Context: an optimization exercise on an open-source flow, tuned for small area, a short achievable clock period and few clock cycles per item. The choices shown serve that exercise and are no tape-out recipe. Only simulation tests tie the RTL to the original design; equivalence was not proved. Power is estimated from default activity; no workload was simulated.

==> nickel: inputs <==
// bicubic_top
module bicubic_top (
    input  wire        CLK,
    input  wire        RST,
    input  wire [6:0]  cfg_v0,
    input  wire [6:0]  cfg_h0,
    input  wire [4:0]  cfg_sw,
    input  wire [4:0]  cfg_sh,
    input  wire [5:0]  cfg_tw,
    input  wire [5:0]  cfg_th,
    output wire        src_rd_en,
    output wire [13:0] src_rd_addr,
    input  wire [7:0]  src_data,
    output wire        res_wr_en,
    output wire [9:0]  res_wr_addr,
    output wire [7:0]  res_wr_data,
    output logic       done
);
clock: 13.0 ns
lec_check: 0
cap_margin: 20
core_margin: 2
core_utilization: 40
slew_margin: 20
run.sh (not shown) runs the stock make flow with config.mk's settings and CLKGATE_MAP_FILE= SYNTH_SCRIPT=/design/flow/synth_recipe.tcl, a recipe that flattens the netlist after the stock synthesis.
==> inputs of quartz, as changes to nickel <==
--- a/flow/design.v
+++ b/flow/design.v
@@ -260,10 +260,11 @@
         else if (a[16]) clamp8 = 8'hff;
         else            clamp8 = a[15:8];
     endfunction
     logic       tw8, tw16, th8, th16;
     logic [6:0] sx8, sy8;         
+    logic [6:0] sx8_q, sy8_q;     
     logic [2:0] ceil_h;           
     assign tw8  = cfg_tw[3];
     assign tw16 = cfg_tw[4];
     assign th8  = cfg_th[3];
     assign th16 = cfg_th[4];
@@ -297,12 +298,12 @@
     logic [7:0]  fx_sum;
     logic [13:0] aa, ab, asum;
     assign row_end = (rc == 2'd3);
     assign col_end = row_end && (rj == rows_m1);
     assign job_end = col_end && (rtx == 5'd0);
-    assign credit  = ({1'b0, nrow} <= {1'b0, pend} + {1'b0, dd1});
-    assign fx_sum  = {3'b000, cfx} + {1'b0, sx8};
+    assign credit  = ({1'b0, nrow} <= {1'b0, pend} + {1'b0, dd1} + 4'd1);
+    assign fx_sum  = {3'b000, cfx} + {1'b0, sx8_q};
     always_comb begin
         aa = rd_addr;
         ab = 14'd1;
         if (ist != 2'd0)  ab = ctop;
         else if (col_end) begin
@@ -354,10 +355,12 @@
         if (cs1) cfx <= fx_sum[4:0];
         if (st) begin
             rd_addr <= {8'({1'b0, cfg_v0} - 8'd2), 6'd27};
             ctop    <= {2'b00, cfg_v0, 5'd0};
             rows_m1 <= {3'b000, ceil_h};
+            sx8_q   <= sx8;
+            sy8_q   <= sy8;
             rtx     <= tw8 ? 5'd7 : tw16 ? 5'd15 : 5'd31;
             rj      <= '0;
             cfx     <= '0;
         end else if (ist != 2'd0) begin
             rd_addr <= asum;
@@ -380,11 +383,11 @@
     end
     assign src_rd_en   = rd_en;
     assign src_rd_addr = rd_addr;
     logic        va, vb, fin;
     logic [1:0]  mtap;        
-    logic [7:0]  dq;
+    logic [7:0]  dq;          
     logic [8:0]  hw_q;        
     logic [17:0] acc_s, acc_c;
     logic        hneg, hfirst;
     logic [7:0]  hs;
     logic [17:0] h_s, h_c;
@@ -399,13 +402,15 @@
             vb   <= va;
             fin  <= vb && (mtap == 2'd3);
             if (vb) mtap <= mtap + 2'd1;
         end
     end
-    assign hfirst = (mtap == 2'd0);
-    assign hneg   = (mtap == 2'd0) || (mtap == 2'd3);
-    assign hs     = hneg ? ~dq : dq;
+    logic [1:0] mtap_n;
+    logic [8:0] hw_d;
+    assign mtap_n = vb ? mtap + 2'd1 : mtap;
+    assign hw_d   = hwt(cfx, mtap_n);
+    assign hs     = dq;
     wire ht_1 = (hw_q[0] & hs[7]) ^ (hw_q[1] & hs[6]) ^ (hw_q[2] & hs[5]);
     wire ht_2 = ((hw_q[0] & hs[7]) & (hw_q[1] & hs[6])) | ((hw_q[0] & hs[7]) & (hw_q[2] & hs[5])) | ((hw_q[1] & hs[6]) & (hw_q[2] & hs[5]));
     wire ht_3 = (hw_q[1] & hs[7]) ^ (hw_q[2] & hs[6]) ^ (hw_q[3] & hs[5]);
     wire ht_4 = ((hw_q[1] & hs[7]) & (hw_q[2] & hs[6])) | ((hw_q[1] & hs[7]) & (hw_q[3] & hs[5])) | ((hw_q[2] & hs[6]) & (hw_q[3] & hs[5]));
     wire ht_5 = (hw_q[4] & hs[4]) ^ (hw_q[5] & hs[3]) ^ (hw_q[6] & hs[2]);
@@ -597,19 +602,23 @@
     wire ht_191 = ht_155 ^ (acc_c[17] & ~hfirst) ^ ht_154;
     wire ht_192 = (ht_155 & (acc_c[17] & ~hfirst)) | (ht_155 & ht_154) | ((acc_c[17] & ~hfirst) & ht_154);
     assign h_s = {ht_191, ht_189, ht_187, ht_185, ht_183, ht_181, ht_179, ht_177, ht_175, ht_173, ht_171, ht_169, ht_167, ht_165, ht_163, ht_161, ht_159, ht_157};
     assign h_c = {ht_190, ht_188, ht_186, ht_184, ht_182, ht_180, ht_178, ht_176, ht_174, ht_172, ht_170, ht_168, ht_166, ht_164, ht_162, ht_160, ht_158, (acc_c[0] & ~hfirst)};
     always_ff @(posedge CLK) begin
-        dq   <= src_data;
-        hw_q <= hwt(cfx, vb ? mtap + 2'd1 : mtap);
+        dq     <= (mtap_n == 2'd0 || mtap_n == 2'd3) ? ~src_data : src_data;
+        hneg   <= (mtap_n == 2'd0 || mtap_n == 2'd3);
+        hfirst <= (mtap_n == 2'd0);
+        hw_q   <= hw_d;
         if (vb) begin
             acc_s <= h_s;
             acc_c <= h_c;
         end
     end
-    logic [7:0]  hrow;        
+    logic [7:0]  hrow, hrow2;  
+    logic [1:0]  hc;           
     logic        hv;
+    assign hv = (hc != 2'd0);
     logic [7:0]  win0, win1, win2, win3;    
     logic        vact, vph, wst, wlast;
     logic [4:0]  vty, vtx;
     logic [4:0]  fy, fyn;     
     logic [13:0] vw_q;        
@@ -617,20 +626,23 @@
     logic        wr_en;
     logic [9:0]  wr_addr;
     logic [7:0]  wr_data;
     logic        vstart, last_row, next_last_row, vlast;
     logic [7:0]  fyn_sum;
-    logic [7:0]  vx, vy;
+    logic [7:0]  vx, vy;      
+    logic [7:0]  hrow_d, wr_data_d;
     logic [17:0] v_s, v_c;
     assign vstart        = vact && !vph && (pend == 3'd0);
     assign last_row      = th8 ? (vty == 5'd7) : th16 ? (vty == 5'd15) : (vty == 5'd31);
     assign next_last_row = th8 ? (vty == 5'd6) : th16 ? (vty == 5'd14) : (vty == 5'd30);
     assign vlast         = last_row && (tw8 ? (vtx == 5'd7) : tw16 ? (vtx == 5'd15) : (vtx == 5'd31));
-    assign fyn_sum       = {3'b000, fyn} + {1'b0, sy8};
+    assign fyn_sum       = {3'b000, fyn} + {1'b0, sy8_q};
     assign shift         = hv && (vph ? (dd1 != 3'd0) : (pend != 3'd0));
-    assign vx            = vph ? win2 : win1;
-    assign vy            = vph ? win3 : win0;
+    logic [13:0] vw_d;
+    assign vw_d      = vwt(vph ? fyn : fy, vstart);
+    assign hrow_d    = clamp8(acc_s + acc_c);
+    assign wr_data_d = clamp8(vacc_s + vacc_c);
     wire vt_1 = (vw_q[5] & vx[6]) ^ (vw_q[6] & vx[5]);
     wire vt_2 = (vw_q[5] & vx[6]) & (vw_q[6] & vx[5]);
     wire vt_3 = (vw_q[5] & vx[7]) ^ (vw_q[6] & vx[6]) ^ (vw_q[7] & vx[5]);
     wire vt_4 = ((vw_q[5] & vx[7]) & (vw_q[6] & vx[6])) | ((vw_q[5] & vx[7]) & (vw_q[7] & vx[5])) | ((vw_q[6] & vx[6]) & (vw_q[7] & vx[5]));
     wire vt_5 = (vw_q[8] & vx[4]) ^ (vw_q[9] & vx[3]) ^ (vw_q[10] & vx[2]);
@@ -915,20 +927,20 @@
     wire vt_284 = (vt_247 & vt_212) | (vt_247 & vt_246) | (vt_212 & vt_246);
     assign v_s = {vt_283, vt_281, vt_279, vt_277, vt_275, vt_273, vt_271, vt_269, vt_267, vt_265, vt_263, vt_261, vt_259, vt_257, vt_255, vt_253, vt_251, vt_249};
     assign v_c = {vt_282, vt_280, vt_278, vt_276, vt_274, vt_272, vt_270, vt_268, vt_266, vt_264, vt_262, vt_260, vt_258, vt_256, vt_254, vt_252, vt_250, (vacc_c[0] & vph)};
     always_ff @(posedge CLK or posedge RST) begin
         if (RST) begin
-            hv    <= 1'b0;
+            hc    <= '0;
             vact  <= 1'b0;
             vph   <= 1'b0;
             pend  <= '0;
             dd1   <= '0;
             wst   <= 1'b0;
             wr_en <= 1'b0;
             done  <= 1'b0;
         end else begin
-            hv    <= fin || (hv && !shift);
+            hc    <= hc + 2'(fin) - 2'(shift);
             wst   <= vph;
             wr_en <= wst;
             done  <= wst && wlast;
             if (st) begin
                 vact <= 1'b1;
@@ -945,18 +957,29 @@
                 end
             end
         end
     end
     always_ff @(posedge CLK) begin
-        if (fin) hrow <= clamp8(acc_s + acc_c);
+        if (fin) begin
+            if (hc == 2'd0 || (hc == 2'd1 && shift)) hrow  <= hrow_d;
+            else                                     hrow2 <= hrow_d;
+        end
+        if (shift && hc == 2'd2) hrow <= hrow2;
         if (shift) begin
             win0 <= win1;
             win1 <= win2;
             win2 <= win3;
             win3 <= hrow;
         end
-        vw_q <= vwt(vph ? fyn : fy, vstart);
+        vw_q <= vw_d;
+        if (vstart) begin
+            vx <= win2;
+            vy <= win3;
+        end else begin
+            vx <= shift ? win2 : win1;
+            vy <= shift ? win1 : win0;
+        end
         if (vstart || vph) begin
             vacc_s <= v_s;
             vacc_c <= v_c;
         end
         if (st) begin
@@ -974,11 +997,11 @@
                 vtx <= vtx + 5'd1;
             end else begin
                 vty <= vty + 5'd1;
             end
         end
-        if (wst) wr_data <= clamp8(vacc_s + vacc_c);
+        if (wst) wr_data <= wr_data_d;
     end
     assign res_wr_en   = wr_en;
     assign res_wr_addr = wr_addr;
     assign res_wr_data = wr_data;
 endmodule
==> summary of the runs <==
Maximum frequency: quartz is higher than nickel (19%). Of nickel and quartz, quartz has the higher synthesized cell count (gap 5.5%, measured against quartz). In nickel the utilization is higher than in quartz, by 0.094 points. Of quartz and nickel, quartz has the higher global-route usage (gap 0.14 points). Sequential power: nickel is smaller than quartz (about 10%). In nickel the die area is smaller than in quartz, by 6.1%.
==> figures <==
Run status: nickel finished clean; quartz finished clean
XOR/XNOR share of the synthesized area: nickel 3.504%; quartz 3.361%
Crit-path max FO: nickel 73; quartz 15
Clock tree buffer count of the final layout: nickel 44; quartz 54
Die span in y: nickel 238.5 microns; quartz 246.1 microns
Clock network share of area: nickel 4.832%; quartz 4.626%
Number of sinks on the clock net: nickel 263; quartz 304
Violation count after the first detailed-route iteration: nickel 1005; quartz 1243
Number of standard cells after synthesis: nickel 2264; quartz 2396
Post-Route WL: nickel 50990 microns; quartz 55450 microns
Fillers: nickel 5104; quartz 5492
Wire length on met2: nickel 24040 microns; quartz 26620 microns
Area of the core region: nickel 0.05413 sq mm; quartz 0.05781 sq mm
Testbench counts of nickel, summed over its fixed seeds: cycles 98,244, pixels 20,672.
Testbench counts of quartz, summed over its fixed seeds: cycles 89,169, pixels 20,672.


==> job 8536 <==
Another version of the RTL of bicubic_top (not shown whole).
==> flow/config.mk <==
export PLATFORM = sky130hd
export DESIGN_NAME = bicubic_top
export DESIGN_NICKNAME = bicubic_top
export VERILOG_FILES = /design/flow/design.v
export SDC_FILE = /design/flow/constraint.sdc
export NUM_CORES = 4
export LEC_CHECK = 0
export CAP_MARGIN = 20
export CORE_MARGIN = 2
export CORE_UTILIZATION = 40
export CTS_BUF_LIST = sky130_fd_sc_hd__clkbuf_16
export CTS_CLUSTER_DIAMETER = 80
export CTS_CLUSTER_SIZE = 24
export SLEW_MARGIN = 20
==> flow/constraint.sdc <==
create_clock -name core_clock -period 13.0 [get_ports {CLK}]
set_input_delay 2.6000 -clock core_clock [delete_from_list [all_inputs] [get_ports {CLK}]]
set_output_delay 2.6000 -clock core_clock [all_outputs]
set_load 0.01 [all_outputs]
==> job 4731 (differences from job 8536) <==
Settings changed: CTS_CLUSTER_DIAMETER 80 to 70, CTS_CLUSTER_SIZE 24 to 30.
==> comparison <==
In sequential power, job 4731 and job 8536 hardly differ. Between job 8536 and job 4731, the lower count of clock-buffer cells in the layout is in job 4731 (gap 1). In job 8536 the first-iteration DRC count is lower than in job 4731, by 11%. Sequential share of layout area is about the same in job 4731 and job 8536.
==> figures <==
Hold Worst Slack: job 4731 0.299 ns; job 8536 0.302 ns
Clk tree area frac: job 4731 3.63%; job 8536 3.51%
Slew of the pin with the lowest slew margin: job 4731 1.03 ns; job 8536 1.04 ns
WL/cell: job 4731 15.9 um; job 8536 15.9 um
NetSw: job 4731 1090 uW; job 8536 1060 uW
Result of the run: job 4731 finished clean; job 8536 finished clean
Number of fillers in the final layout: job 4731 7469; job 8536 7461
Cell area power density: job 4731 103 nW/um^2; job 8536 103 nW/um^2
Clock group share of total power: job 4731 32.5%; job 8536 32.4%
Total leakage power: job 4731 0.0147 uW; job 8536 0.0147 uW
Testbench counts of job 8536, summed over its fixed seeds: cycles 61,826, pixels 20,672.
Testbench counts of job 4731, summed over its fixed seeds: cycles 61,826, pixels 20,672.


==> run X <==
Another version of the RTL of bicubic_top (not shown whole).
export LEC_CHECK = 0
export CAP_MARGIN = 20
export CORE_MARGIN = 2
export CORE_UTILIZATION = 40
export CTS_BUF_LIST = sky130_fd_sc_hd__clkbuf_16
export CTS_CLUSTER_DIAMETER = 80
export CTS_CLUSTER_SIZE = 24
export SLEW_MARGIN = 20
create_clock -name core_clock -period 13.0 [get_ports {CLK}]
==> inputs of run D, as changes to run X <==
Settings changed: CTS_CLUSTER_DIAMETER 80 to 60, CTS_CLUSTER_SIZE 24 to 30.
==> notes <==
Of run D and run X, run D has the higher global-route usage (gap 0.25 points).
In run D the first-iteration DRC count is lower than in run X, by 1.9%.
In synthesized area, run D and run X do not differ.
In critical path depth, run D and run X do not differ.
Synthesized cell count is the same in run X and run D.
Between run X and run D, the lower utilization is in run X (gap 0.44 points).
Of run D and run X, run D has the higher cell count (gap 0.51%, measured against run X).
Non-clock buffer count is the same in run D and run X.
Run D passed the timing, DRC and antenna checks. Run X completed without violations.
In die area, run X and run D do not differ.
Clock power: run D is larger than run X (about 20%).
==> figures <==
Layout cell share with drive strength beyond 1: run X 5.98%; run D 6.49%
R2r setup slk: run X 8.48 ns; run D 8.51 ns
Deepest level of the CTS H-tree: run X 1; run D 2
Area share of buffers outside the clock network: run X 3.48%; run D 3.45%
Max VDD drop: run X 77.1 uV; run D 90.8 uV
Average wire length per cell after detail routing: run X 16.3 um; run D 16.3 um
First-pass GRT wire length: run X 84.5 mm; run D 85.1 mm
Initial DRC Count: run X 947; run D 929
Switching fraction of total power: run X 23.9%; run D 24.2%
Number of CTS-inserted buffers: run X 25; run D 34
Tightest Pin Transition: run X 0.963 ns; run D 0.940 ns
Result of the run: run X complete, no violations; run D complete, no violations
Pwr dens: run X 75.2 mW/mm^2; run D 80.6 mW/mm^2
Post-Layout Cell Count: run X 3112; run D 3128
Top power group: run X registers; run D the clock network
Smallest setup slack after layout: run X 8.39 ns; run D 8.42 ns
Total via count after detailed routing: run X 16200; run D 16200
Power dissipated in sequential cells: run X 993 uW; run D 994 uW
Filler Cells Inserted: run X 5325; run D 5308
Clock buffer cells: run X 25; run D 34
Share of the final layout cell area in sequential cells: run X 29.1%; run D 28.8%
Static Leak: run X 0.0106 uW; run D 0.0107 uW
Testbench counts of run X, summed over its fixed seeds: cycles 89,169, pixels 20,672.
Testbench counts of run D, summed over its fixed seeds: cycles 89,169, pixels 20,672.


==> run E: inputs <==
bicubic_top again, from the RTL that the note above started with.
clock: 13.0 ns
lec_check: 0
cap_margin: 20
core_margin: 2
core_utilization: 40
slew_margin: 20
==> inputs of run C, as changes to run E <==
- CTS_BUF_LIST: not set -> sky130_fd_sc_hd__clkbuf_8
- CTS_CLUSTER_DIAMETER: not set -> 50
- CTS_CLUSTER_SIZE: not set -> 12
==> qor summary <==
item                                                                    run E           run C
Clock network latency to the later pin of the worst-skew pair         0.56 ns         0.68 ns
Share of total power consumed by net switching                          0.212           0.243
Maximum ir drop on the vdd rail                                     0.0827 mV       0.0629 mV
Total routed wire length on the met1 layer                           23400 um        23200 um
Achievable Freq                                                     0.218 GHz       0.213 GHz
Transition at the pin with the smallest max-transition slack         0.952 ns        0.979 ns
Switching power                                                        451 uW          472 uW
Non-Clock Buffer Area Fraction                                         0.0343          0.0346
Layout cell share with drive strength beyond 1                         0.0655          0.0722
Clk pwr share                                                           0.518           0.472
M3 GR Usage                                                            0.0203          0.0276
Clk. pwr                                                              1100 uW          917 uW
Power per cell area                                              83.9 nW/um^2    77.2 nW/um^2
Status                                                         finished clean  finished clean
GR met1 Demand/Resource                                                 0.231           0.230
CTS clock-pin slew for the worst setup and hold paths                 0.06 ns         0.07 ns
Final-layout clock buffer total                                            54              47
Tot Pwr                                                               2130 uW         1940 uW
Static Leakage                                                      0.0108 uW       0.0107 uW
Met2 Wirelength                                                      25000 um        24900 um
Worst clock skew                                                    0.0324 ns       0.0618 ns
Final cycle utilization of the critical path                            0.352           0.361
Testbench counts of run E, summed over its fixed seeds: cycles 89,169, pixels 20,672.
Testbench counts of run C, summed over its fixed seeds: cycles 89,169, pixels 20,672.

==> separate check: timing with driven ports <==
How much do the figures lean on ideal ports? The routed layouts below were timed once more, with nothing changed but the port constraints. Step 1, drivers: a clkbuf_16 drives CLK and a buf_2 each remaining input, both assumed. Step 2, shift: input delay + t, output delay - t, t = (earliest + latest rising clock arrival at the registers) / 2. This alone moves slack from input paths to output paths. Slacks: ideal ports / drivers / drivers and shift; pairs: ideal ports / drivers.
| run | shift t [ns] | setup slack, ns | clock arrival spread, ns |
|---|---|---|---|
| nickel | 0.592 | 7.633 / 7.633 / 7.564 | 0.024 / 0.024 |
| quartz | 0.607 | 8.499 / 8.472 / 7.925 | 0.026 / 0.027 |
| job 8536 | 0.625 | 8.828 / 8.765 / 8.395 | 0.048 / 0.048 |
| job 4731 | 0.637 | 8.834 / 8.770 / 8.387 | 0.043 / 0.043 |
| run X | 0.617 | 8.390 / 8.336 / 8.367 | 0.044 / 0.044 |
| run D | 0.597 | 8.422 / 8.365 / 8.353 | 0.034 / 0.034 |
| run E | 0.603 | 8.421 / 8.368 / 8.336 | 0.037 / 0.036 |
| run C | 0.697 | 8.310 / 8.258 / 8.381 | 0.066 / 0.066 |
After both steps setup and hold are still met in every run listed. For quartz, which loses most, drivers alone change the setup slack by -0.027 ns; drivers and shift together by -0.574 ns.
